This design comes from an exercise in tuning for small area, a short achievable clock period and few clock cycles on the open sky130 flow, not from production work.
For this run, only the layout was checked, not whether the RTL still works.
In this run the design's own scripts or RTL, not TritonCTS, make the clock network.
No driver is modelled on the clock port, so clock power and skew are understated where the tree is cut down; a real chip needs a root buffer or a tree.
Power and IR drop assume default switching activity.

--- design.v ---
package dsc_pkg;
	localparam int PX_W     = 16;
	localparam int PX_FRAC  = 12;
	localparam int WG_W     = 8;
	localparam int WG_FRAC  = 7;
	localparam int RELU_MAX = 6 << PX_FRAC;
	localparam int KX    = 3;
	localparam int KY    = 3;
	localparam int NPAR  = 2;
	localparam int NNP   = 2;
	localparam int POS_W = $clog2(NPAR + 1);
	localparam int WIN_N = KX * KY * NPAR;
	localparam int TOX_MAX     = 4;
	localparam int TOY_MAX     = 4;
	localparam int MAX_NOF     = 4;
	localparam int TIX         = 9;
	localparam int TIY         = 9;
	localparam int FMINT_PLANE = TIX * TIY;
	localparam int FMO_PLANE   = TOX_MAX * TOY_MAX;
	localparam int FMINT_DEPTH = NPAR * FMINT_PLANE;
	localparam int FMO_DEPTH   = MAX_NOF * FMO_PLANE;
	localparam int KDW_DEPTH   = WIN_N;
	localparam int KPW_DEPTH   = NNP * MAX_NOF;
	localparam int FMINT_AW = $clog2(FMINT_DEPTH);
	localparam int FMO_AW   = $clog2(FMO_DEPTH);
	localparam int KDW_AW   = $clog2(KDW_DEPTH);
	localparam int KPW_AW   = $clog2(KPW_DEPTH);
	localparam int NOF_W    = $clog2(MAX_NOF + 1);
	localparam int TILE_W   = $clog2(TOX_MAX + 1);
endpackage
module dsc_mac_s16 (
	input  logic [15:0] x,
	input  logic [3:0]  one,
	input  logic [3:0]  two,
	input  logic [3:0]  neg,
	input  logic [3:0]  negh,
	output logic [15:0] ya,
	output logic [15:0] yb,
	output logic        c7
);
	wire p1 = ((one[0] & x[0])) ^ neg[0];
	wire p2 = ((one[0] & x[1]) | (two[0] & x[0])) ^ neg[0];
	wire p3 = ((one[0] & x[2]) | (two[0] & x[1])) ^ neg[0];
	wire p4 = ((one[0] & x[3]) | (two[0] & x[2])) ^ neg[0];
	wire p5 = ((one[0] & x[4]) | (two[0] & x[3])) ^ neg[0];
	wire p6 = ((one[0] & x[5]) | (two[0] & x[4])) ^ neg[0];
	wire p7 = ((one[0] & x[6]) | (two[0] & x[5])) ^ neg[0];
	wire p8 = ((one[0] & x[7]) | (two[0] & x[6])) ^ neg[0];
	wire p9 = ((one[0] & x[8]) | (two[0] & x[7])) ^ neg[0];
	wire p10 = ((one[0] & x[9]) | (two[0] & x[8])) ^ negh[0];
	wire p11 = ((one[0] & x[10]) | (two[0] & x[9])) ^ negh[0];
	wire p12 = ((one[0] & x[11]) | (two[0] & x[10])) ^ negh[0];
	wire p13 = ((one[0] & x[12]) | (two[0] & x[11])) ^ negh[0];
	wire p14 = ((one[0] & x[13]) | (two[0] & x[12])) ^ negh[0];
	wire p15 = ((one[0] & x[14]) | (two[0] & x[13])) ^ negh[0];
	wire p16 = ((one[0] & x[15]) | (two[0] & x[14])) ^ negh[0];
	wire p17 = ((one[0] & x[15]) | (two[0] & x[15])) ^ negh[0];
	wire p18 = ~p17;
	wire p19 = ((one[1] & x[0])) ^ neg[1];
	wire p20 = ((one[1] & x[1]) | (two[1] & x[0])) ^ neg[1];
	wire p21 = ((one[1] & x[2]) | (two[1] & x[1])) ^ neg[1];
	wire p22 = ((one[1] & x[3]) | (two[1] & x[2])) ^ neg[1];
	wire p23 = ((one[1] & x[4]) | (two[1] & x[3])) ^ neg[1];
	wire p24 = ((one[1] & x[5]) | (two[1] & x[4])) ^ neg[1];
	wire p25 = ((one[1] & x[6]) | (two[1] & x[5])) ^ neg[1];
	wire p26 = ((one[1] & x[7]) | (two[1] & x[6])) ^ neg[1];
	wire p27 = ((one[1] & x[8]) | (two[1] & x[7])) ^ neg[1];
	wire p28 = ((one[1] & x[9]) | (two[1] & x[8])) ^ negh[1];
	wire p29 = ((one[1] & x[10]) | (two[1] & x[9])) ^ negh[1];
	wire p30 = ((one[1] & x[11]) | (two[1] & x[10])) ^ negh[1];
	wire p31 = ((one[1] & x[12]) | (two[1] & x[11])) ^ negh[1];
	wire p32 = ((one[1] & x[13]) | (two[1] & x[12])) ^ negh[1];
	wire p33 = ((one[1] & x[14]) | (two[1] & x[13])) ^ negh[1];
	wire p34 = ((one[1] & x[15]) | (two[1] & x[14])) ^ negh[1];
	wire p35 = ((one[1] & x[15]) | (two[1] & x[15])) ^ negh[1];
	wire p36 = ~p35;
	wire p37 = ((one[2] & x[0])) ^ neg[2];
	wire p38 = ((one[2] & x[1]) | (two[2] & x[0])) ^ neg[2];
	wire p39 = ((one[2] & x[2]) | (two[2] & x[1])) ^ neg[2];
	wire p40 = ((one[2] & x[3]) | (two[2] & x[2])) ^ neg[2];
	wire p41 = ((one[2] & x[4]) | (two[2] & x[3])) ^ neg[2];
	wire p42 = ((one[2] & x[5]) | (two[2] & x[4])) ^ neg[2];
	wire p43 = ((one[2] & x[6]) | (two[2] & x[5])) ^ neg[2];
	wire p44 = ((one[2] & x[7]) | (two[2] & x[6])) ^ neg[2];
	wire p45 = ((one[2] & x[8]) | (two[2] & x[7])) ^ neg[2];
	wire p46 = ((one[2] & x[9]) | (two[2] & x[8])) ^ negh[2];
	wire p47 = ((one[2] & x[10]) | (two[2] & x[9])) ^ negh[2];
	wire p48 = ((one[2] & x[11]) | (two[2] & x[10])) ^ negh[2];
	wire p49 = ((one[2] & x[12]) | (two[2] & x[11])) ^ negh[2];
	wire p50 = ((one[2] & x[13]) | (two[2] & x[12])) ^ negh[2];
	wire p51 = ((one[2] & x[14]) | (two[2] & x[13])) ^ negh[2];
	wire p52 = ((one[2] & x[15]) | (two[2] & x[14])) ^ negh[2];
	wire p53 = ((one[2] & x[15]) | (two[2] & x[15])) ^ negh[2];
	wire p54 = ~p53;
	wire p55 = ((one[3] & x[0])) ^ neg[3];
	wire p56 = ((one[3] & x[1]) | (two[3] & x[0])) ^ neg[3];
	wire p57 = ((one[3] & x[2]) | (two[3] & x[1])) ^ neg[3];
	wire p58 = ((one[3] & x[3]) | (two[3] & x[2])) ^ neg[3];
	wire p59 = ((one[3] & x[4]) | (two[3] & x[3])) ^ neg[3];
	wire p60 = ((one[3] & x[5]) | (two[3] & x[4])) ^ neg[3];
	wire p61 = ((one[3] & x[6]) | (two[3] & x[5])) ^ neg[3];
	wire p62 = ((one[3] & x[7]) | (two[3] & x[6])) ^ neg[3];
	wire p63 = ((one[3] & x[8]) | (two[3] & x[7])) ^ neg[3];
	wire p64 = ((one[3] & x[9]) | (two[3] & x[8])) ^ negh[3];
	wire p65 = ((one[3] & x[10]) | (two[3] & x[9])) ^ negh[3];
	wire p66 = ((one[3] & x[11]) | (two[3] & x[10])) ^ negh[3];
	wire p67 = ((one[3] & x[12]) | (two[3] & x[11])) ^ negh[3];
	wire p68 = ((one[3] & x[13]) | (two[3] & x[12])) ^ negh[3];
	wire p69 = ((one[3] & x[14]) | (two[3] & x[13])) ^ negh[3];
	wire p70 = ((one[3] & x[15]) | (two[3] & x[14])) ^ negh[3];
	wire p71 = ((one[3] & x[15]) | (two[3] & x[15])) ^ negh[3];
	wire p72 = ~p71;
	wire s73 = p7 ^ p23 ^ p39;
	wire c74 = (p7 & p23) | (p39 & (p7 ^ p23));
	wire s75 = p8 ^ p24;
	wire c76 = p8 & p24;
	wire s77 = p9 ^ p25;
	wire c78 = p9 & p25;
	wire s79 = p10 ^ p26;
	wire c80 = p10 & p26;
	wire s81 = p11 ^ p27;
	wire c82 = p11 & p27;
	wire s83 = p12 ^ p28;
	wire c84 = p12 & p28;
	wire s85 = p13 ^ p29;
	wire c86 = p13 & p29;
	wire s87 = p14 ^ p30;
	wire c88 = p14 & p30;
	wire s89 = p15 ^ p31;
	wire c90 = p15 & p31;
	wire s91 = p16 ^ p32;
	wire c92 = p16 & p32;
	wire s93 = p18 ^ p33 ^ p49;
	wire c94 = (p18 & p33) | (p49 & (p18 ^ p33));
	wire s95 = p34 ^ p50;
	wire c96 = p34 & p50;
	wire s97 = p5 ^ p21;
	wire c98 = p5 & p21;
	wire s99 = p6 ^ p22;
	wire c100 = p6 & p22;
	wire s101 = p55 ^ neg[3] ^ 1'b1;
	wire c102 = (p55 & neg[3]) | (1'b1 & (p55 ^ neg[3]));
	wire s103 = p40 ^ p56 ^ c74;
	wire c104 = (p40 & p56) | (c74 & (p40 ^ p56));
	wire s105 = p41 ^ p57 ^ c76;
	wire c106 = (p41 & p57) | (c76 & (p41 ^ p57));
	wire s107 = p42 ^ p58 ^ c78;
	wire c108 = (p42 & p58) | (c78 & (p42 ^ p58));
	wire s109 = p43 ^ p59 ^ c80;
	wire c110 = (p43 & p59) | (c80 & (p43 ^ p59));
	wire s111 = p44 ^ p60 ^ c82;
	wire c112 = (p44 & p60) | (c82 & (p44 ^ p60));
	wire s113 = p45 ^ p61 ^ c84;
	wire c114 = (p45 & p61) | (c84 & (p45 ^ p61));
	wire s115 = p46 ^ p62 ^ c86;
	wire c116 = (p46 & p62) | (c86 & (p46 ^ p62));
	wire s117 = p47 ^ p63 ^ c88;
	wire c118 = (p47 & p63) | (c88 & (p47 ^ p63));
	wire s119 = p48 ^ p64 ^ c90;
	wire c120 = (p48 & p64) | (c90 & (p48 ^ p64));
	wire s121 = p65 ^ 1'b1 ^ c92;
	wire c122 = (p65 & 1'b1) | (c92 & (p65 ^ 1'b1));
	wire s123 = p66 ^ 1'b1 ^ c94;
	wire c124 = (p66 & 1'b1) | (c94 & (p66 ^ 1'b1));
	wire s125 = p36 ^ p51 ^ p67;
	wire c126 = (p36 & p51) | (p67 & (p36 ^ p51));
	wire s127 = p52 ^ p68;
	wire c128 = p52 & p68;
	wire s129 = p3 ^ p19;
	wire c130 = p3 & p19;
	wire s131 = p4 ^ p20;
	wire c132 = p4 & p20;
	wire s133 = p37 ^ neg[2] ^ s97;
	wire c134 = (p37 & neg[2]) | (s97 & (p37 ^ neg[2]));
	wire s135 = p38 ^ c98 ^ s99;
	wire c136 = (p38 & c98) | (s99 & (p38 ^ c98));
	wire s137 = c100 ^ s101 ^ s73;
	wire c138 = (c100 & s101) | (s73 & (c100 ^ s101));
	wire s139 = c102 ^ s75 ^ s103;
	wire c140 = (c102 & s75) | (s103 & (c102 ^ s75));
	wire s141 = s77 ^ c104 ^ s105;
	wire c142 = (s77 & c104) | (s105 & (s77 ^ c104));
	wire s143 = s79 ^ c106 ^ s107;
	wire c144 = (s79 & c106) | (s107 & (s79 ^ c106));
	wire s145 = s81 ^ c108 ^ s109;
	wire c146 = (s81 & c108) | (s109 & (s81 ^ c108));
	wire s147 = s83 ^ c110 ^ s111;
	wire c148 = (s83 & c110) | (s111 & (s83 ^ c110));
	wire s149 = s85 ^ c112 ^ s113;
	wire c150 = (s85 & c112) | (s113 & (s85 ^ c112));
	wire s151 = s87 ^ c114 ^ s115;
	wire c152 = (s87 & c114) | (s115 & (s87 ^ c114));
	wire s153 = s89 ^ c116 ^ s117;
	wire c154 = (s89 & c116) | (s117 & (s89 ^ c116));
	wire s155 = s91 ^ c118 ^ s119;
	wire c156 = (s91 & c118) | (s119 & (s91 ^ c118));
	wire s157 = s93 ^ c120 ^ s121;
	wire c158 = (s93 & c120) | (s121 & (s93 ^ c120));
	wire s159 = s95 ^ c122 ^ s123;
	wire c160 = (s95 & c122) | (s123 & (s95 ^ c122));
	wire s161 = s125 ^ c96 ^ c124;
	wire c162 = (s125 & c96) | (c124 & (s125 ^ c96));
	wire s163 = 1'b1 ^ c126 ^ s127;
	wire c164 = (1'b1 & c126) | (s127 & (1'b1 ^ c126));
	wire s165 = p54 ^ p69 ^ c128;
	wire c166 = (p54 & p69) | (c128 & (p54 ^ p69));
	wire s167 = p70 ^ 1'b1;
	wire c168 = p70 & 1'b1;
	wire [22:0] ra = {c168, c166, c164, c162, c160, c158, c156, c154, c152, c150, c148, c146, c144, c142, c140, c138, c136, c134, c132, c130, s129, p2, p1};
	wire [22:0] rb = {p72, s167, s165, s163, s161, s159, s157, s155, s153, s151, s149, s147, s145, s143, s141, s139, s137, s135, s133, s131, neg[1], 1'b0, neg[0]};
	wire [7:0] lo = {1'b0, ra[6:0]} + {1'b0, rb[6:0]};
	assign ya = ra[22:7];
	assign yb = rb[22:7];
	assign c7 = lo[7];
endmodule
module dsc_mac_u15a (
	input  logic [15:0] x,
	input  logic [3:0]  one,
	input  logic [3:0]  two,
	input  logic [3:0]  neg,
	input  logic [3:0]  negh,
	input  logic [15:0] a,
	output logic [15:0] ya,
	output logic [15:0] yb,
	output logic        c7
);
	wire p1 = ((one[0] & x[0])) ^ neg[0];
	wire p2 = ((one[0] & x[1]) | (two[0] & x[0])) ^ neg[0];
	wire p3 = ((one[0] & x[2]) | (two[0] & x[1])) ^ neg[0];
	wire p4 = ((one[0] & x[3]) | (two[0] & x[2])) ^ neg[0];
	wire p5 = ((one[0] & x[4]) | (two[0] & x[3])) ^ neg[0];
	wire p6 = ((one[0] & x[5]) | (two[0] & x[4])) ^ neg[0];
	wire p7 = ((one[0] & x[6]) | (two[0] & x[5])) ^ neg[0];
	wire p8 = ((one[0] & x[7]) | (two[0] & x[6])) ^ neg[0];
	wire p9 = ((one[0] & x[8]) | (two[0] & x[7])) ^ neg[0];
	wire p10 = ((one[0] & x[9]) | (two[0] & x[8])) ^ negh[0];
	wire p11 = ((one[0] & x[10]) | (two[0] & x[9])) ^ negh[0];
	wire p12 = ((one[0] & x[11]) | (two[0] & x[10])) ^ negh[0];
	wire p13 = ((one[0] & x[12]) | (two[0] & x[11])) ^ negh[0];
	wire p14 = ((one[0] & x[13]) | (two[0] & x[12])) ^ negh[0];
	wire p15 = ((one[0] & x[14]) | (two[0] & x[13])) ^ negh[0];
	wire p16 = ((two[0] & x[14])) ^ negh[0];
	wire p17 = (1'b0) ^ negh[0];
	wire p18 = ~p17;
	wire p19 = ((one[1] & x[0])) ^ neg[1];
	wire p20 = ((one[1] & x[1]) | (two[1] & x[0])) ^ neg[1];
	wire p21 = ((one[1] & x[2]) | (two[1] & x[1])) ^ neg[1];
	wire p22 = ((one[1] & x[3]) | (two[1] & x[2])) ^ neg[1];
	wire p23 = ((one[1] & x[4]) | (two[1] & x[3])) ^ neg[1];
	wire p24 = ((one[1] & x[5]) | (two[1] & x[4])) ^ neg[1];
	wire p25 = ((one[1] & x[6]) | (two[1] & x[5])) ^ neg[1];
	wire p26 = ((one[1] & x[7]) | (two[1] & x[6])) ^ neg[1];
	wire p27 = ((one[1] & x[8]) | (two[1] & x[7])) ^ neg[1];
	wire p28 = ((one[1] & x[9]) | (two[1] & x[8])) ^ negh[1];
	wire p29 = ((one[1] & x[10]) | (two[1] & x[9])) ^ negh[1];
	wire p30 = ((one[1] & x[11]) | (two[1] & x[10])) ^ negh[1];
	wire p31 = ((one[1] & x[12]) | (two[1] & x[11])) ^ negh[1];
	wire p32 = ((one[1] & x[13]) | (two[1] & x[12])) ^ negh[1];
	wire p33 = ((one[1] & x[14]) | (two[1] & x[13])) ^ negh[1];
	wire p34 = ((two[1] & x[14])) ^ negh[1];
	wire p35 = (1'b0) ^ negh[1];
	wire p36 = ~p35;
	wire p37 = ((one[2] & x[0])) ^ neg[2];
	wire p38 = ((one[2] & x[1]) | (two[2] & x[0])) ^ neg[2];
	wire p39 = ((one[2] & x[2]) | (two[2] & x[1])) ^ neg[2];
	wire p40 = ((one[2] & x[3]) | (two[2] & x[2])) ^ neg[2];
	wire p41 = ((one[2] & x[4]) | (two[2] & x[3])) ^ neg[2];
	wire p42 = ((one[2] & x[5]) | (two[2] & x[4])) ^ neg[2];
	wire p43 = ((one[2] & x[6]) | (two[2] & x[5])) ^ neg[2];
	wire p44 = ((one[2] & x[7]) | (two[2] & x[6])) ^ neg[2];
	wire p45 = ((one[2] & x[8]) | (two[2] & x[7])) ^ neg[2];
	wire p46 = ((one[2] & x[9]) | (two[2] & x[8])) ^ negh[2];
	wire p47 = ((one[2] & x[10]) | (two[2] & x[9])) ^ negh[2];
	wire p48 = ((one[2] & x[11]) | (two[2] & x[10])) ^ negh[2];
	wire p49 = ((one[2] & x[12]) | (two[2] & x[11])) ^ negh[2];
	wire p50 = ((one[2] & x[13]) | (two[2] & x[12])) ^ negh[2];
	wire p51 = ((one[2] & x[14]) | (two[2] & x[13])) ^ negh[2];
	wire p52 = ((two[2] & x[14])) ^ negh[2];
	wire p53 = (1'b0) ^ negh[2];
	wire p54 = ~p53;
	wire p55 = ((one[3] & x[0])) ^ neg[3];
	wire p56 = ((one[3] & x[1]) | (two[3] & x[0])) ^ neg[3];
	wire p57 = ((one[3] & x[2]) | (two[3] & x[1])) ^ neg[3];
	wire p58 = ((one[3] & x[3]) | (two[3] & x[2])) ^ neg[3];
	wire p59 = ((one[3] & x[4]) | (two[3] & x[3])) ^ neg[3];
	wire p60 = ((one[3] & x[5]) | (two[3] & x[4])) ^ neg[3];
	wire p61 = ((one[3] & x[6]) | (two[3] & x[5])) ^ neg[3];
	wire p62 = ((one[3] & x[7]) | (two[3] & x[6])) ^ neg[3];
	wire p63 = ((one[3] & x[8]) | (two[3] & x[7])) ^ neg[3];
	wire p64 = ((one[3] & x[9]) | (two[3] & x[8])) ^ negh[3];
	wire p65 = ((one[3] & x[10]) | (two[3] & x[9])) ^ negh[3];
	wire p66 = ((one[3] & x[11]) | (two[3] & x[10])) ^ negh[3];
	wire p67 = ((one[3] & x[12]) | (two[3] & x[11])) ^ negh[3];
	wire p68 = ((one[3] & x[13]) | (two[3] & x[12])) ^ negh[3];
	wire p69 = ((one[3] & x[14]) | (two[3] & x[13])) ^ negh[3];
	wire p70 = ((two[3] & x[14])) ^ negh[3];
	wire p71 = (1'b0) ^ negh[3];
	wire p72 = ~p71;
	wire s73 = p7 ^ p23 ^ p39;
	wire c74 = (p7 & p23) | (p39 & (p7 ^ p23));
	wire s75 = p8 ^ p24;
	wire c76 = p8 & p24;
	wire s77 = p9 ^ p25;
	wire c78 = p9 & p25;
	wire s79 = p10 ^ p26;
	wire c80 = p10 & p26;
	wire s81 = p11 ^ p27;
	wire c82 = p11 & p27;
	wire s83 = p12 ^ p28;
	wire c84 = p12 & p28;
	wire s85 = p13 ^ p29;
	wire c86 = p13 & p29;
	wire s87 = p14 ^ p30;
	wire c88 = p14 & p30;
	wire s89 = p15 ^ p31;
	wire c90 = p15 & p31;
	wire s91 = p16 ^ p32;
	wire c92 = p16 & p32;
	wire s93 = p18 ^ p33 ^ p49;
	wire c94 = (p18 & p33) | (p49 & (p18 ^ p33));
	wire s95 = p34 ^ p50;
	wire c96 = p34 & p50;
	wire s97 = p5 ^ p21;
	wire c98 = p5 & p21;
	wire s99 = p6 ^ p22;
	wire c100 = p6 & p22;
	wire s101 = p55 ^ neg[3] ^ 1'b1;
	wire c102 = (p55 & neg[3]) | (1'b1 & (p55 ^ neg[3]));
	wire s103 = p40 ^ p56 ^ c74;
	wire c104 = (p40 & p56) | (c74 & (p40 ^ p56));
	wire s105 = p41 ^ p57 ^ c76;
	wire c106 = (p41 & p57) | (c76 & (p41 ^ p57));
	wire s107 = p42 ^ p58 ^ c78;
	wire c108 = (p42 & p58) | (c78 & (p42 ^ p58));
	wire s109 = p43 ^ p59 ^ c80;
	wire c110 = (p43 & p59) | (c80 & (p43 ^ p59));
	wire s111 = p44 ^ p60 ^ c82;
	wire c112 = (p44 & p60) | (c82 & (p44 ^ p60));
	wire s113 = p45 ^ p61 ^ c84;
	wire c114 = (p45 & p61) | (c84 & (p45 ^ p61));
	wire s115 = p46 ^ p62 ^ c86;
	wire c116 = (p46 & p62) | (c86 & (p46 ^ p62));
	wire s117 = p47 ^ p63 ^ c88;
	wire c118 = (p47 & p63) | (c88 & (p47 ^ p63));
	wire s119 = p48 ^ p64 ^ c90;
	wire c120 = (p48 & p64) | (c90 & (p48 ^ p64));
	wire s121 = p65 ^ 1'b1 ^ c92;
	wire c122 = (p65 & 1'b1) | (c92 & (p65 ^ 1'b1));
	wire s123 = p66 ^ 1'b1 ^ c94;
	wire c124 = (p66 & 1'b1) | (c94 & (p66 ^ 1'b1));
	wire s125 = p36 ^ p51 ^ p67;
	wire c126 = (p36 & p51) | (p67 & (p36 ^ p51));
	wire s127 = p52 ^ p68;
	wire c128 = p52 & p68;
	wire s129 = p3 ^ p19;
	wire c130 = p3 & p19;
	wire s131 = p4 ^ p20;
	wire c132 = p4 & p20;
	wire s133 = p37 ^ neg[2] ^ s97;
	wire c134 = (p37 & neg[2]) | (s97 & (p37 ^ neg[2]));
	wire s135 = p38 ^ c98 ^ s99;
	wire c136 = (p38 & c98) | (s99 & (p38 ^ c98));
	wire s137 = c100 ^ s101 ^ s73;
	wire c138 = (c100 & s101) | (s73 & (c100 ^ s101));
	wire s139 = c102 ^ s75 ^ s103;
	wire c140 = (c102 & s75) | (s103 & (c102 ^ s75));
	wire s141 = s77 ^ c104 ^ s105;
	wire c142 = (s77 & c104) | (s105 & (s77 ^ c104));
	wire s143 = s79 ^ c106 ^ s107;
	wire c144 = (s79 & c106) | (s107 & (s79 ^ c106));
	wire s145 = s81 ^ c108 ^ s109;
	wire c146 = (s81 & c108) | (s109 & (s81 ^ c108));
	wire s147 = s83 ^ c110 ^ s111;
	wire c148 = (s83 & c110) | (s111 & (s83 ^ c110));
	wire s149 = s85 ^ c112 ^ s113;
	wire c150 = (s85 & c112) | (s113 & (s85 ^ c112));
	wire s151 = s87 ^ c114 ^ s115;
	wire c152 = (s87 & c114) | (s115 & (s87 ^ c114));
	wire s153 = s89 ^ c116 ^ s117;
	wire c154 = (s89 & c116) | (s117 & (s89 ^ c116));
	wire s155 = s91 ^ c118 ^ s119;
	wire c156 = (s91 & c118) | (s119 & (s91 ^ c118));
	wire s157 = s93 ^ c120 ^ s121;
	wire c158 = (s93 & c120) | (s121 & (s93 ^ c120));
	wire s159 = s95 ^ c122 ^ s123;
	wire c160 = (s95 & c122) | (s123 & (s95 ^ c122));
	wire s161 = s125 ^ c96 ^ c124;
	wire c162 = (s125 & c96) | (c124 & (s125 ^ c96));
	wire s163 = 1'b1 ^ c126 ^ s127;
	wire c164 = (1'b1 & c126) | (s127 & (1'b1 ^ c126));
	wire s165 = p54 ^ p69 ^ c128;
	wire c166 = (p54 & p69) | (c128 & (p54 ^ p69));
	wire s167 = p70 ^ 1'b1;
	wire c168 = p70 & 1'b1;
	wire s169 = c138 ^ s139 ^ a[0];
	wire c170 = (c138 & s139) | (a[0] & (c138 ^ s139));
	wire s171 = c140 ^ s141 ^ a[1];
	wire c172 = (c140 & s141) | (a[1] & (c140 ^ s141));
	wire s173 = c142 ^ s143 ^ a[2];
	wire c174 = (c142 & s143) | (a[2] & (c142 ^ s143));
	wire s175 = c144 ^ s145 ^ a[3];
	wire c176 = (c144 & s145) | (a[3] & (c144 ^ s145));
	wire s177 = c146 ^ s147 ^ a[4];
	wire c178 = (c146 & s147) | (a[4] & (c146 ^ s147));
	wire s179 = c148 ^ s149 ^ a[5];
	wire c180 = (c148 & s149) | (a[5] & (c148 ^ s149));
	wire s181 = c150 ^ s151 ^ a[6];
	wire c182 = (c150 & s151) | (a[6] & (c150 ^ s151));
	wire s183 = c152 ^ s153 ^ a[7];
	wire c184 = (c152 & s153) | (a[7] & (c152 ^ s153));
	wire s185 = c154 ^ s155 ^ a[8];
	wire c186 = (c154 & s155) | (a[8] & (c154 ^ s155));
	wire s187 = c156 ^ s157 ^ a[9];
	wire c188 = (c156 & s157) | (a[9] & (c156 ^ s157));
	wire s189 = c158 ^ s159 ^ a[10];
	wire c190 = (c158 & s159) | (a[10] & (c158 ^ s159));
	wire s191 = c160 ^ s161 ^ a[11];
	wire c192 = (c160 & s161) | (a[11] & (c160 ^ s161));
	wire s193 = c162 ^ s163 ^ a[12];
	wire c194 = (c162 & s163) | (a[12] & (c162 ^ s163));
	wire s195 = c164 ^ s165 ^ a[13];
	wire c196 = (c164 & s165) | (a[13] & (c164 ^ s165));
	wire s197 = c166 ^ s167 ^ a[14];
	wire c198 = (c166 & s167) | (a[14] & (c166 ^ s167));
	wire s199 = c168 ^ p72 ^ a[15];
	wire c200 = (c168 & p72) | (a[15] & (c168 ^ p72));
	wire [22:0] ra = {c198, c196, c194, c192, c190, c188, c186, c184, c182, c180, c178, c176, c174, c172, c170, s169, c136, c134, c132, c130, s129, p2, p1};
	wire [22:0] rb = {s199, s197, s195, s193, s191, s189, s187, s185, s183, s181, s179, s177, s175, s173, s171, 1'b0, s137, s135, s133, s131, neg[1], 1'b0, neg[0]};
	wire [7:0] lo = {1'b0, ra[6:0]} + {1'b0, rb[6:0]};
	assign ya = ra[22:7];
	assign yb = rb[22:7];
	assign c7 = lo[7];
endmodule
import dsc_pkg::*;
module dsc_top (
	input  logic clk,
	input  logic rst,
	input  logic start,
	input  logic S,
	input  logic first_par,
	input  logic [dsc_pkg::NOF_W-1:0] nof,
	input  logic [dsc_pkg::TILE_W-1:0] tox_n,
	input  logic [dsc_pkg::TILE_W-1:0] toy_n,
	input  logic signed [dsc_pkg::PX_W-1:0] fmint_data,
	input  logic signed [dsc_pkg::PX_W-1:0] fmo_data,
	input  logic signed [dsc_pkg::WG_W-1:0] kdw_data,
	input  logic signed [dsc_pkg::WG_W-1:0] kpw_data,
	input  logic [dsc_pkg::POS_W-1:0] kpw_pos,
	output logic [dsc_pkg::FMINT_AW-1:0] fmint_addr,
	output logic [dsc_pkg::FMO_AW-1:0] fmo_addr,
	output logic [dsc_pkg::KDW_AW-1:0] kdw_addr,
	output logic [dsc_pkg::KPW_AW-1:0] kpw_addr,
	output logic write,
	output logic finish,
	output logic signed [dsc_pkg::PX_W-1:0] res
);
	localparam int DW_LAT = 2;
	localparam int PW_LAT = 2;
	localparam int K_LAST = WIN_N - 1;
	logic       s_q;
	logic [2:0] nof_q;
	always_ff @(posedge clk) begin
		s_q   <= S;
		nof_q <= nof;
	end
	logic       busy;
	logic [4:0] k;      
	logic [1:0] tx;
	logic [1:0] ty;
	logic       issued_last;
	logic       pix_seen;
	logic [7:0] step;
	logic       tx_end;
	logic       ty_end;
	logic st7, st61, stpx;
	logic [4:0] k_nx;
	function automatic logic [4:0] wn(input logic [4:0] kk);
		wn = 5'(K_LAST) - kk;
	endfunction
	assign k_nx = (k == 5'd0) ? 5'(K_LAST) : k - 5'd1;
	always_ff @(posedge clk) begin
		st7  <= wn(k_nx) == 5'd2 || wn(k_nx) == 5'd5 || wn(k_nx) == 5'd11 || wn(k_nx) == 5'd14;
		st61 <= wn(k_nx) == 5'd8;
		stpx <= wn(k_nx) == 5'(K_LAST);
	end
	always_comb begin
		if (stpx) begin
			if (!tx_end)
				step = s_q ? 8'(2 - 101) : 8'(1 - 101);
			else if (s_q)
				step = 8'(18 - 101) - {5'd0, tx, 1'b0};
			else
				step = 8'(9 - 101) - {6'd0, tx};
		end else if (st61)
			step = 8'd61;
		else if (st7)
			step = 8'd7;
		else
			step = 8'd1;
	end
	always_ff @(posedge clk) begin
		tx_end <= ({1'b0, tx} + 3'd1) == tox_n;
		ty_end <= ({1'b0, ty} + 3'd1) == toy_n;
	end
	always_ff @(posedge clk) begin
		if (rst)
			kdw_addr <= '0;
		else if (!busy)
			kdw_addr <= start ? 5'd1 : 5'd0;
		else if (finish || kdw_addr == 5'(K_LAST))
			kdw_addr <= '0;
		else
			kdw_addr <= kdw_addr + 5'd1;
	end
	logic [3:0] q;
	logic [3:0] q_nx;
	logic       plast;
	logic       trig;
	logic k_trig, k_r0, k_r1, k_first, k_first_n;
	always_ff @(posedge clk) begin
		k_trig  <= wn(k_nx) == 5'(DW_LAT);
		k_r0    <= wn(k_nx) == 5'(10 + DW_LAT);
		k_r1    <= wn(k_nx) == 5'(1 + DW_LAT);
		k_first <= wn(k_nx) == 5'(DW_LAT + 1) || wn(k_nx) == 5'(10 + DW_LAT);
		k_first_n <= !(wn(k_nx) == 5'(DW_LAT + 1) || wn(k_nx) == 5'(10 + DW_LAT));
	end
	assign trig     = busy && pix_seen && (q == 4'd0) && k_trig;
	always_ff @(posedge clk) begin
		if (rst)
			kpw_addr <= '0;
		else if (trig || kpw_addr != 3'd0)
			kpw_addr <= kpw_addr + 3'd1;
	end
	logic [1:0] o_rd;
	logic [1:0] o_wr;
	logic       rd_set;
	logic       wr_set;
	logic [2:0] qh, qh_m1, qh_m2;
	logic       q_last;
	assign qh     = q[3:1];
	assign qh_m1  = qh - 3'd1;
	assign qh_m2  = qh - 3'd2;
	assign o_rd   = qh[1:0];
	assign o_wr   = qh_m2[1:0];
	assign rd_set = q[0] && (qh < nof_q);
	assign wr_set = !q[0] && (qh >= 3'd2) && (qh_m2 < nof_q);
	assign q_last = q[0] && (qh_m1 == nof_q);
	always_ff @(posedge clk or posedge rst) begin
		if (rst) begin
			busy <= 1'b0;
			k    <= 5'(K_LAST);
			q    <= '0;
		end else begin
			if (!busy) begin
				k <= 5'(K_LAST);
				if (start) begin
					busy <= 1'b1;
					k    <= 5'(K_LAST - 1);
				end
			end else if (finish) begin
				busy <= 1'b0;
				k    <= 5'(K_LAST);
			end else begin
				k <= k_nx;
			end
			q <= q_nx;
		end
	end
	always_comb begin
		if (q == 4'd0)
			q_nx = trig ? 4'd1 : 4'd0;
		else if (q_last)
			q_nx = '0;
		else
			q_nx = q + 4'd1;
	end
	always_ff @(posedge clk) begin
		if (rst) begin
			fmint_addr <= '0;
			write      <= 1'b0;
			finish     <= 1'b0;
		end else begin
			if (!busy)
				fmint_addr <= start ? 8'd1 : 8'd0;
			else if (finish)
				fmint_addr <= '0;
			else
				fmint_addr <= fmint_addr + step;
			write  <= wr_set;
			finish <= !q[0] && (qh != 3'd0) && (qh_m1 == nof_q) && plast;
		end
	end
	always_ff @(posedge clk) begin
		if (!busy) begin
			tx          <= '0;
			ty          <= '0;
			issued_last <= 1'b0;
			pix_seen    <= 1'b0;
			fmo_addr    <= '0;
		end else begin
			if (stpx) begin
				pix_seen <= 1'b1;
				if (tx_end) begin
					tx <= '0;
					ty <= ty + 1'b1;
					if (ty_end)
						issued_last <= 1'b1;
				end else begin
					tx <= tx + 1'b1;
				end
			end
			if (rd_set)
				fmo_addr[5:4] <= o_rd;
			if (wr_set)
				fmo_addr[5:4] <= o_wr;
			if (q_last)
				fmo_addr[3:0] <= fmo_addr[3:0] + 1'b1;
		end
		if (trig)
			plast <= issued_last;
	end
	function automatic logic [11:0] booth;
		input logic [7:0] w;
		logic [8:0] wx;
		logic [3:0] one, two, neg;
		begin
			wx = {w, 1'b0};
			for (int i = 0; i < 4; i++) begin
				one[i] = wx[2*i] ^ wx[2*i+1];
				two[i] = (wx[2*i+2] & ~wx[2*i+1] & ~wx[2*i]) | (~wx[2*i+2] & wx[2*i+1] & wx[2*i]);
				neg[i] = wx[2*i+2];
			end
			booth = {neg, two, one};
		end
	endfunction
	logic [PX_W-1:0] px_q;
	logic [11:0] bd_q;
	logic [3:0]  bdnh_q;
	logic [11:0] bdw;
	assign bdw = booth(kdw_data);
	logic [15:0] dya, dyb, dya_q, dyb_q;
	logic dc7, dc7_q;
	logic [PX_W-1:0] acc;
	logic [PX_W-2:0] acc_relu;
	logic [PX_W-2:0] r0;
	logic [PX_W-2:0] r1;
	always_ff @(posedge clk) begin
		px_q <= fmint_data;
		bd_q <= bdw;
		bdnh_q <= ~bdw[11:8];
	end
	dsc_mac_s16 i_dw_pp (
		.x(px_q), .one(bd_q[3:0]), .two(bd_q[7:4]), .neg(bd_q[11:8]), .negh(~bdnh_q),
		.ya(dya), .yb(dyb), .c7(dc7)
	);
	always_ff @(posedge clk) begin
		dya_q     <= dya;
		dyb_q     <= dyb;
		dc7_q     <= dc7;
		acc       <= {k_first_n ? acc[15:8] : 8'd0, k_first ? 8'd0 : acc[7:0]} + dya_q + dyb_q + 16'(dc7_q);
	end
	always_comb begin
		if (acc[PX_W-1])
			acc_relu = '0;
		else if (acc >= PX_W'(RELU_MAX))
			acc_relu = (PX_W-1)'(RELU_MAX);
		else
			acc_relu = acc[PX_W-2:0];
	end
	logic [PX_W-2:0] r1_nx;
	assign r1_nx = k_r1 ? acc_relu : r1;
	always_ff @(posedge clk) begin
		if (k_r0)
			r0 <= acc_relu;
		r1 <= r1_nx;
	end
	logic [11:0] bp_q;
	logic [PX_W-2:0] tap_q;
	logic [PX_W-1:0] old;
	logic [15:0] pya, pyb, pya_q, pyb_q;
	logic pc7, pc7_q;
	logic sec_q, sec_q_n;
	logic [3:0] bpnh_q;
	logic [11:0] bpw;
	assign bpw = booth(kpw_pos[1] ? 8'd0 : kpw_data);
	always_ff @(posedge clk) begin
		bp_q  <= bpw;
		bpnh_q <= ~bpw[11:8];
		tap_q <= kpw_pos[0] ? r1_nx : r0;
	end
	logic old_en;
	always_ff @(posedge clk)
		old_en <= q_nx[0] && !first_par;
	assign old = old_en ? fmo_data : '0;
	dsc_mac_u15a i_pw_pp (
		.x({1'b0, tap_q}), .a(old), .one(bp_q[3:0]), .two(bp_q[7:4]), .neg(bp_q[11:8]), .negh(~bpnh_q),
		.ya(pya), .yb(pyb), .c7(pc7)
	);
	always_ff @(posedge clk) begin
		pya_q <= pya;
		pyb_q <= pyb;
		pc7_q <= pc7;
		sec_q   <= q[0];
		sec_q_n <= !q[0];
		res     <= {sec_q_n ? 8'd0 : res[15:8], sec_q ? res[7:0] : 8'd0} + pya_q + pyb_q + 16'(pc7_q);
	end
endmodule
--- flow/run.sh ---
#!/bin/bash
# Standard layout with three changes:
#  - plain buffers (instead of delay cells) on the ports,
#  - after CTS, the clock tree is rebuilt with three root buffers on the clock
#    port, each driving leaf buffers for clusters of at most 25 registers
#    (flow/post_cts.tcl, flow/mycts.tcl),
#  - then setup timing is repaired against a 3.2 ns target.
set -e
export BUFFER_PORTS_ARGS="-buffer_cell sky130_fd_sc_hd__buf_2"
export MYCTS_DIR="$PWD/flow"
export MYCTS_ROOTS=3
export MYCTS_SIZE=25
export MYCTS_MARGIN=8.8
export POST_CTS_TCL="$PWD/flow/post_cts.tcl"
bash standard.sh > standard.log 2>&1
--- flow/mycts.tcl ---
# Replace the clock tree built by CTS with a two-level one: a root buffer
# driving one leaf buffer per cluster of clock sinks.
proc mycts_rebuild {} {
  set db [ord::get_db]
  set block [ord::get_db_block]
  set clkport [$block findBTerm clk]
  set clknet [$clkport getNet]
  set bufm [$db findMaster sky130_fd_sc_hd__clkbuf_16]
  # collect sinks: register clock pins anywhere in the current tree; remove tree cells
  set sinks {}
  set todo [list $clknet]
  set dead_insts {}
  set dead_nets {}
  while {[llength $todo]} {
    set net [lindex $todo 0]
    set todo [lrange $todo 1 end]
    foreach it [$net getITerms] {
      if {[$it isOutputSignal]} continue
      set inst [$it getInst]
      set mname [[$inst getMaster] getName]
      if {[string match "sky130_fd_sc_hd__clkbuf*" $mname] || [string match "sky130_fd_sc_hd__clkinv*" $mname] || [string match "sky130_fd_sc_hd__buf_*" $mname] || [string match "sky130_fd_sc_hd__inv_*" $mname]} {
        # a tree cell: follow its output
        lappend dead_insts $inst
        foreach o [$inst getITerms] {
          if {[$o isOutputSignal] && [$o getNet] ne "NULL"} {
            lappend todo [$o getNet]
            lappend dead_nets [$o getNet]
          }
        }
      } else {
        lappend sinks $it
      }
    }
  }
  puts "mycts: [llength $sinks] sinks, removing [llength $dead_insts] tree cells"
  foreach it $sinks { $it disconnect }
  foreach inst $dead_insts { odb::dbInst_destroy $inst }
  foreach net [lsort -unique $dead_nets] { odb::dbNet_destroy $net }
  # positions
  set pts {}
  foreach it $sinks {
    set bb [[$it getInst] getBBox]
    lappend pts [list [expr {([$bb xMin] + [$bb xMax]) / 2.0}] [expr {([$bb yMin] + [$bb yMax]) / 2.0}]]
  }
  set n [llength $pts]
  set k [expr {int(ceil($n / double($::env(MYCTS_SIZE))))}]
  # k-means, initialised along a space-filling order
  set order [lsort -real -index 0 [lmap p $pts i [lsearch -all $pts *] {list [lindex $p 0] [lindex $p 1]}]]
  set cents {}
  for {set c 0} {$c < $k} {incr c} {
    lappend cents [lindex $pts [expr {int(($c + 0.5) * $n / $k)}]]
  }
  set assign [lrepeat $n 0]
  for {set iter 0} {$iter < 50} {incr iter} {
    # capacity-limited assignment: points in order of their best distance
    set cap [expr {int(ceil($n / double($k))) + 2}]
    set cnt [lrepeat $k 0]
    set cand {}
    for {set i 0} {$i < $n} {incr i} {
      lassign [lindex $pts $i] x y
      set ds {}
      for {set c 0} {$c < $k} {incr c} {
        lassign [lindex $cents $c] cx cy
        lappend ds [list $c [expr {abs($x - $cx) + abs($y - $cy)}]]
      }
      set ds [lsort -real -index 1 $ds]
      lappend cand [list $i [lindex $ds 0 1] $ds]
    }
    foreach e [lsort -real -index 1 $cand] {
      lassign $e i best ds
      foreach d $ds {
        set c [lindex $d 0]
        if {[lindex $cnt $c] < $cap} {
          lset assign $i $c
          lset cnt $c [expr {[lindex $cnt $c] + 1}]
          break
        }
      }
    }
    set sx [lrepeat $k 0.0]; set sy [lrepeat $k 0.0]
    for {set i 0} {$i < $n} {incr i} {
      set c [lindex $assign $i]
      lset sx $c [expr {[lindex $sx $c] + [lindex $pts $i 0]}]
      lset sy $c [expr {[lindex $sy $c] + [lindex $pts $i 1]}]
    }
    for {set c 0} {$c < $k} {incr c} {
      if {[lindex $cnt $c] > 0} {
        lset cents $c [list [expr {[lindex $sx $c] / [lindex $cnt $c]}] [expr {[lindex $sy $c] / [lindex $cnt $c]}]]
      }
    }
  }
  # roots: the leaves split into MYCTS_ROOTS groups by position, one root
  # buffer at the centre of each group
  set nr $::env(MYCTS_ROOTS)
  if {$nr > $k} { set nr $k }
  set lorder [lsort -real -index 1 [lmap c $cents i [lsearch -all $cents *] {list $i [lindex $c 0]}]]
  set rootof [lrepeat $k 0]
  set per [expr {int(ceil($k / double($nr)))}]
  set j 0
  foreach e $lorder {
    lset rootof [lindex $e 0] [expr {$j / $per}]
    incr j
  }
  set rnets {}
  for {set r 0} {$r < $nr} {incr r} {
    set rx 0.0; set ry 0.0; set m 0
    for {set c 0} {$c < $k} {incr c} {
      if {[lindex $rootof $c] == $r} {
        set rx [expr {$rx + [lindex $cents $c 0]}]; set ry [expr {$ry + [lindex $cents $c 1]}]; incr m
      }
    }
    set rx [expr {int($rx / $m)}]; set ry [expr {int($ry / $m)}]
    set root [odb::dbInst_create $block $bufm mycts_root_$r]
    $root setLocation $rx $ry
    $root setPlacementStatus PLACED
    [$root findITerm A] connect $clknet
    set rnet [odb::dbNet_create $block mycts_root_net_$r]
    $rnet setSigType CLOCK
    [$root findITerm X] connect $rnet
    lappend rnets $rnet
  }
  for {set c 0} {$c < $k} {incr c} {
    set leaf [odb::dbInst_create $block $bufm mycts_leaf_$c]
    $leaf setLocation [expr {int([lindex $cents $c 0])}] [expr {int([lindex $cents $c 1])}]
    $leaf setPlacementStatus PLACED
    [$leaf findITerm A] connect [lindex $rnets [lindex $rootof $c]]
    set lnet [odb::dbNet_create $block mycts_leaf_net_$c]
    $lnet setSigType CLOCK
    [$leaf findITerm X] connect $lnet
    for {set i 0} {$i < $n} {incr i} {
      if {[lindex $assign $i] == $c} { [lindex $sinks $i] connect $lnet }
    }
    puts "mycts: leaf $c: [lindex $cnt $c] sinks"
  }
  $clknet setSigType CLOCK
}
--- flow/post_cts.tcl ---
# Runs at the end of ORFS's CTS step (POST_CTS_TCL): replaces the clock tree
# with a shallower one (flow/mycts.tcl), then repairs setup timing against a
# tighter target than the clock period, and legalizes the placement again.
source $::env(MYCTS_DIR)/mycts.tcl
mycts_rebuild
detailed_placement
estimate_parasitics -placement
report_worst_slack -max
repair_timing -setup_margin $::env(MYCTS_MARGIN) -repair_tns 100 -verbose
detailed_placement
check_placement -verbose
estimate_parasitics -placement
report_worst_slack -max
report_worst_slack -min
--- standard.sh ---
#!/bin/bash
# synth_recipe.tcl (not shown) runs the flow's synth.tcl, then flattens the netlist and writes it again
# the make line also repeats each setting of config.mk as NAME=value (left out here)
make -C /OpenROAD-flow-scripts/flow DESIGN_CONFIG=/design/flow/config.mk WORK_HOME=/design/flow/orfs CLKGATE_MAP_FILE= SYNTH_SCRIPT=/design/flow/synth_recipe.tcl "${@:-finish}"
--- config.mk ---
export PLATFORM = sky130hd
export DESIGN_NAME = dsc_top
export DESIGN_NICKNAME = dsc_top
export VERILOG_FILES = /design/flow/design.v
export SDC_FILE = /design/flow/constraint.sdc
export NUM_CORES = 4
export LEC_CHECK = 0
export CAP_MARGIN = 20
export CORE_MARGIN = 2
export CORE_UTILIZATION = 65
export CTS_BUF_LIST = sky130_fd_sc_hd__clkbuf_16
export CTS_CLUSTER_DIAMETER = 100
export CTS_CLUSTER_SIZE = 30
export PLACE_DENSITY = 0.75
export SLEW_MARGIN = 20
--- constraint.sdc ---
create_clock -name core_clock -period 12.0 [get_ports {clk}]
set_input_delay 2.4000 -clock core_clock [delete_from_list [all_inputs] [get_ports {clk}]]
set_output_delay 2.4000 -clock core_clock [all_outputs]
set_load 0.01 [all_outputs]
==> results.txt <==
power groups by stage:
stage | clock (uW) | combinational (uW) | sequential (uW)
after floorplan | 0 | 2090 | 1340
final | 438 | 2600 | 1450
after global placement | 0 | 2450 | 1460
after global routing | 477 | 3000 | 1500
after detailed placement | 0 | 2560 | 1470
worst paths after layout:
check,end,slack (ps),cells past startpoint
setup / recovery,kpw_addr[2],8790,1
hold / removal,tap_q[4]$_DFF_P_,460,1
setup reg to reg,pya_q[0]$_DFF_P_,8800,9
hold reg to reg,tap_q[4]$_DFF_P_,460,1
max in group asynchronous,k[4]$_DFF_PP1_,9490,2
min in group asynchronous,busy$_DFF_PP0_,2170,2
registers in the layout (all words and copies together) (netlist names), 5 cells and up:
name,cells
acc,16
bd_q,12
bp_q,12
dya_q,16
dyb_q,16
fmint_addr,8
fmo_addr,6
k,5
kdw_addr,5
px_q,16
pya_q,16
pyb_q,15
r0,15
r1,15
res,16
tap_q,15
cell type report:
type	count	area, um^2	share of cell area (%)
Multi-Input combinational cell	921	8380	53.7
Sequential cell	248	5220	33.5
Timing Repair Buffer	116	726	4.65
Inverter	158	593	3.80
Tap cell	280	350	2.25
Buffer	13	325	2.09
kinds of logic after synthesis:
logic type	share of synthesized area (%)
buffers and inverters	6.32
adders and majority gates	23.3
muxes	3.14
AOI/OAI and AO/OA	11.5
xor gates and xnor gates	11.7
DFF	35.8
and+or+nand+nor	8.32
cell usage in the layout (no fill, tap or decap), types with 8 or more instances in the layout:
master and n:
nand3_1 13, nor2_1 48, clkbuf_16 13, xnor2_1 109, a21o_1 12, xor2_1 84
a21oi_1 44, mux2_2 35, nand2_1 59, inv_1 157, fa_1 102, nand2b_1 18
o21ai_0 30, and2_1 33, a22oi_1 114, buf_2 85, edfxtp_1 16, buf_4 13
dfxtp_2 29, nor2b_1 26, buf_6 18, ha_1 106, dfrtp_1 8, dfxtp_1 191
routing by layer:
layer,part of all wire (%),track usage [%],vias up
li1,-,-,4707
met1,45,32.0,4605
met2,49,42.2,230
met3,3.9,2.30,41
met4,2.5,5.78,0
met5,0,0,-
metrics by stage:
step                util (%)  hold slack (ps)
global placement        68.8              447
global route            71.5              474
finish                  71.5              460
detailed placement      68.8              443
floorplan                  -              409
==> results list <==
* Status: no timing/DRC/antenna violations
- Global-route wire length before repair: 46.9 mm
- Fin area: 15,600 um^2
* Number of inserted filler cells in the final layout: 1,719
- Initial Utilization: 66.3%
* Switching component of the power: 1900 uW
- Startpoint of the worst register-to-register path: bp_q[4]$_DFF_P_
- The slowest stage of the critical path is the dfxtp_2 cell.
- Tracing the worst setup path back leads to its startpoint at kpw_addr[2]$_SDFFE_PP0P_.
- Maximum achievable frequency: 0.311 GHz
- Final wirelength: 27.2 mm
- Area growth from synthesis to layout: 7.76%
- Leading cell types by total area after synthesis: dfxtp_1, fa_1, ha_1
* Placed instance count: 1,710
- Critical path class: reg -> out
- Leakage dissipation: 0.00698 uW
* Share of total power in combinational logic: 57.9%
* Buffer and inverter count on the worst path: 1
* CP peak stage delay: 380 ps
* Average instance area after synthesis: 10.3 um^2
- Critical Path End Type: primary output
* Final non-filler cell total: 1,736
- The core region is 21,800 um^2.
- Max-cap violations: 0
- In this run, synthesis produced a sequential element count of 248.
* Count of flip-flops with a built-in enable after synthesis: 16
- Final Hold Vio Count: 0
- Traced cell by cell, the critical path runs through buf_6.
- GRT Resource Usage Total: 24.0%
- After layout, the minimum clock period comes to 3210 ps.
* Antenna Violating Nets Remaining: 0
- Of the total power, registers draw 32.4%.
* Library cell with the largest summed area after synthesis: dfxtp_1
- Across all setup checks in the final design, the least slack found is 8790 ps.
- Final Slew Violations: 0
- RePlAce Congestion: 0.848
* Sum of internal, switching and leakage power: 4500 uW
- Unique masters post-synth: 61
* Nets: 1,730
- Synthesis handed over a netlist of 1,406 instances.
- Maximum number of pins on one net before global-route repair: 28
- Area of the die: 23,500 um^2
- Launching element type of the critical path: flip-flop
- After clock tree synthesis, the clock-pin slew on the worst setup and hold paths is 100 ps.
- The via count of the first global-routing pass was 9,710.
- GR Overflow Total: 0
- Power density over cell area: 288 nW/um^2
* Worst EP required: 9600 ps
- The worst hold path belongs to the class reg -> reg.
- Antenna Cells: 0
- VDD sags by at most 0.000126 V.
- Layout cells sized above 1: 14.2%
- Pin placement for this block handled 104 I/O pins.
- The clock drives 248 sinks.
- The share of the Yosys chip area taken by registers is 35.8%.
* DR DRC count: 0
- Startpoint of the tightest hold check path: r0[4]$_DFFE_PP_
* IO Port Bufs: 103
- Antenna violations before repair: 0
- Setup tns final: 0 ps
- Cell internal power was estimated by the tool at 2600 uW.
* Worst clock skew: 36.1 ps
- The clock network is responsible for 9.7% of the overall power.
- Clock latency of the later-clocked register in the worst-skew pair: 330 ps
- Yosys synthesis warning count: 1
* Final HPWL from detailed placement: 21.1 mm
* Pin slew with the least headroom to its limit: 733 ps
- On the critical path the largest part of the delay comes from flip-flops.
- Among all flip-flop cells after synthesis, the most frequent one is dfxtp_1.
- Area of placed instances: 15,000 um^2
* Top cells by instance count after synthesis: dfxtp_1, inv_1, a22oi_1
* DR pass1 iterations: 5
- In the finished design, the share of the clock period the worst path needs comes to 26.8%.
- Summing every instance area after synthesis gives 14,500 um^2.
- The share of synthesized area in the top cell type comes to 30.7%.
- After the first detailed-routing iteration, the DRC count stood at 479.
- Worst EP arrival: 810 ps
- After synthesis, the share of flip-flops with an asynchronous set or reset is 4.03%.
* Cell row count: 54
- Most instantiated library cell after synthesis: dfxtp_1
* Overall die height: 153 um
- RSZ-0062 raised after global routing: false
- Fraction of power spent switching nets: 42.2%
* Routed vias/inst: 5.52
- Routed length per instance: 15.7 um
* Final number of setup-violating endpoints: 0
- Largest driver fanout on the critical path: 4
* X dimension of the die: 153 um
* Number of nets produced by synthesis: 1,678
- Headroom to the max-slew limit: 51.1%
* Setup WS pre-CTS: 8540 ps
* DR vias: 9,583

## re-timing with driven ports
The flow's constraints put no driver on any port. The routed layout listed below was extracted and timed again, unchanged, in two steps.
Step 1 assumes that a clkbuf_16 drives the clock port and a buf_2 every other input.
Step 2 also shifts input and output timing later by t, the mid clock arrival at the registers, as if the neighbouring blocks saw the same clock.
Three values: ideal ports, drivers, drivers and shift; two values: the first two.
t, ns: 0.383
setup slack, ns: 8.789 / 8.715 / 8.592
worst register clock-pin slew, ns: 0.10 / 0.10
After both steps setup and hold are still met in this run. The setup slack of this run moves by -0.074 ns with the drivers and by -0.197 ns with both steps.
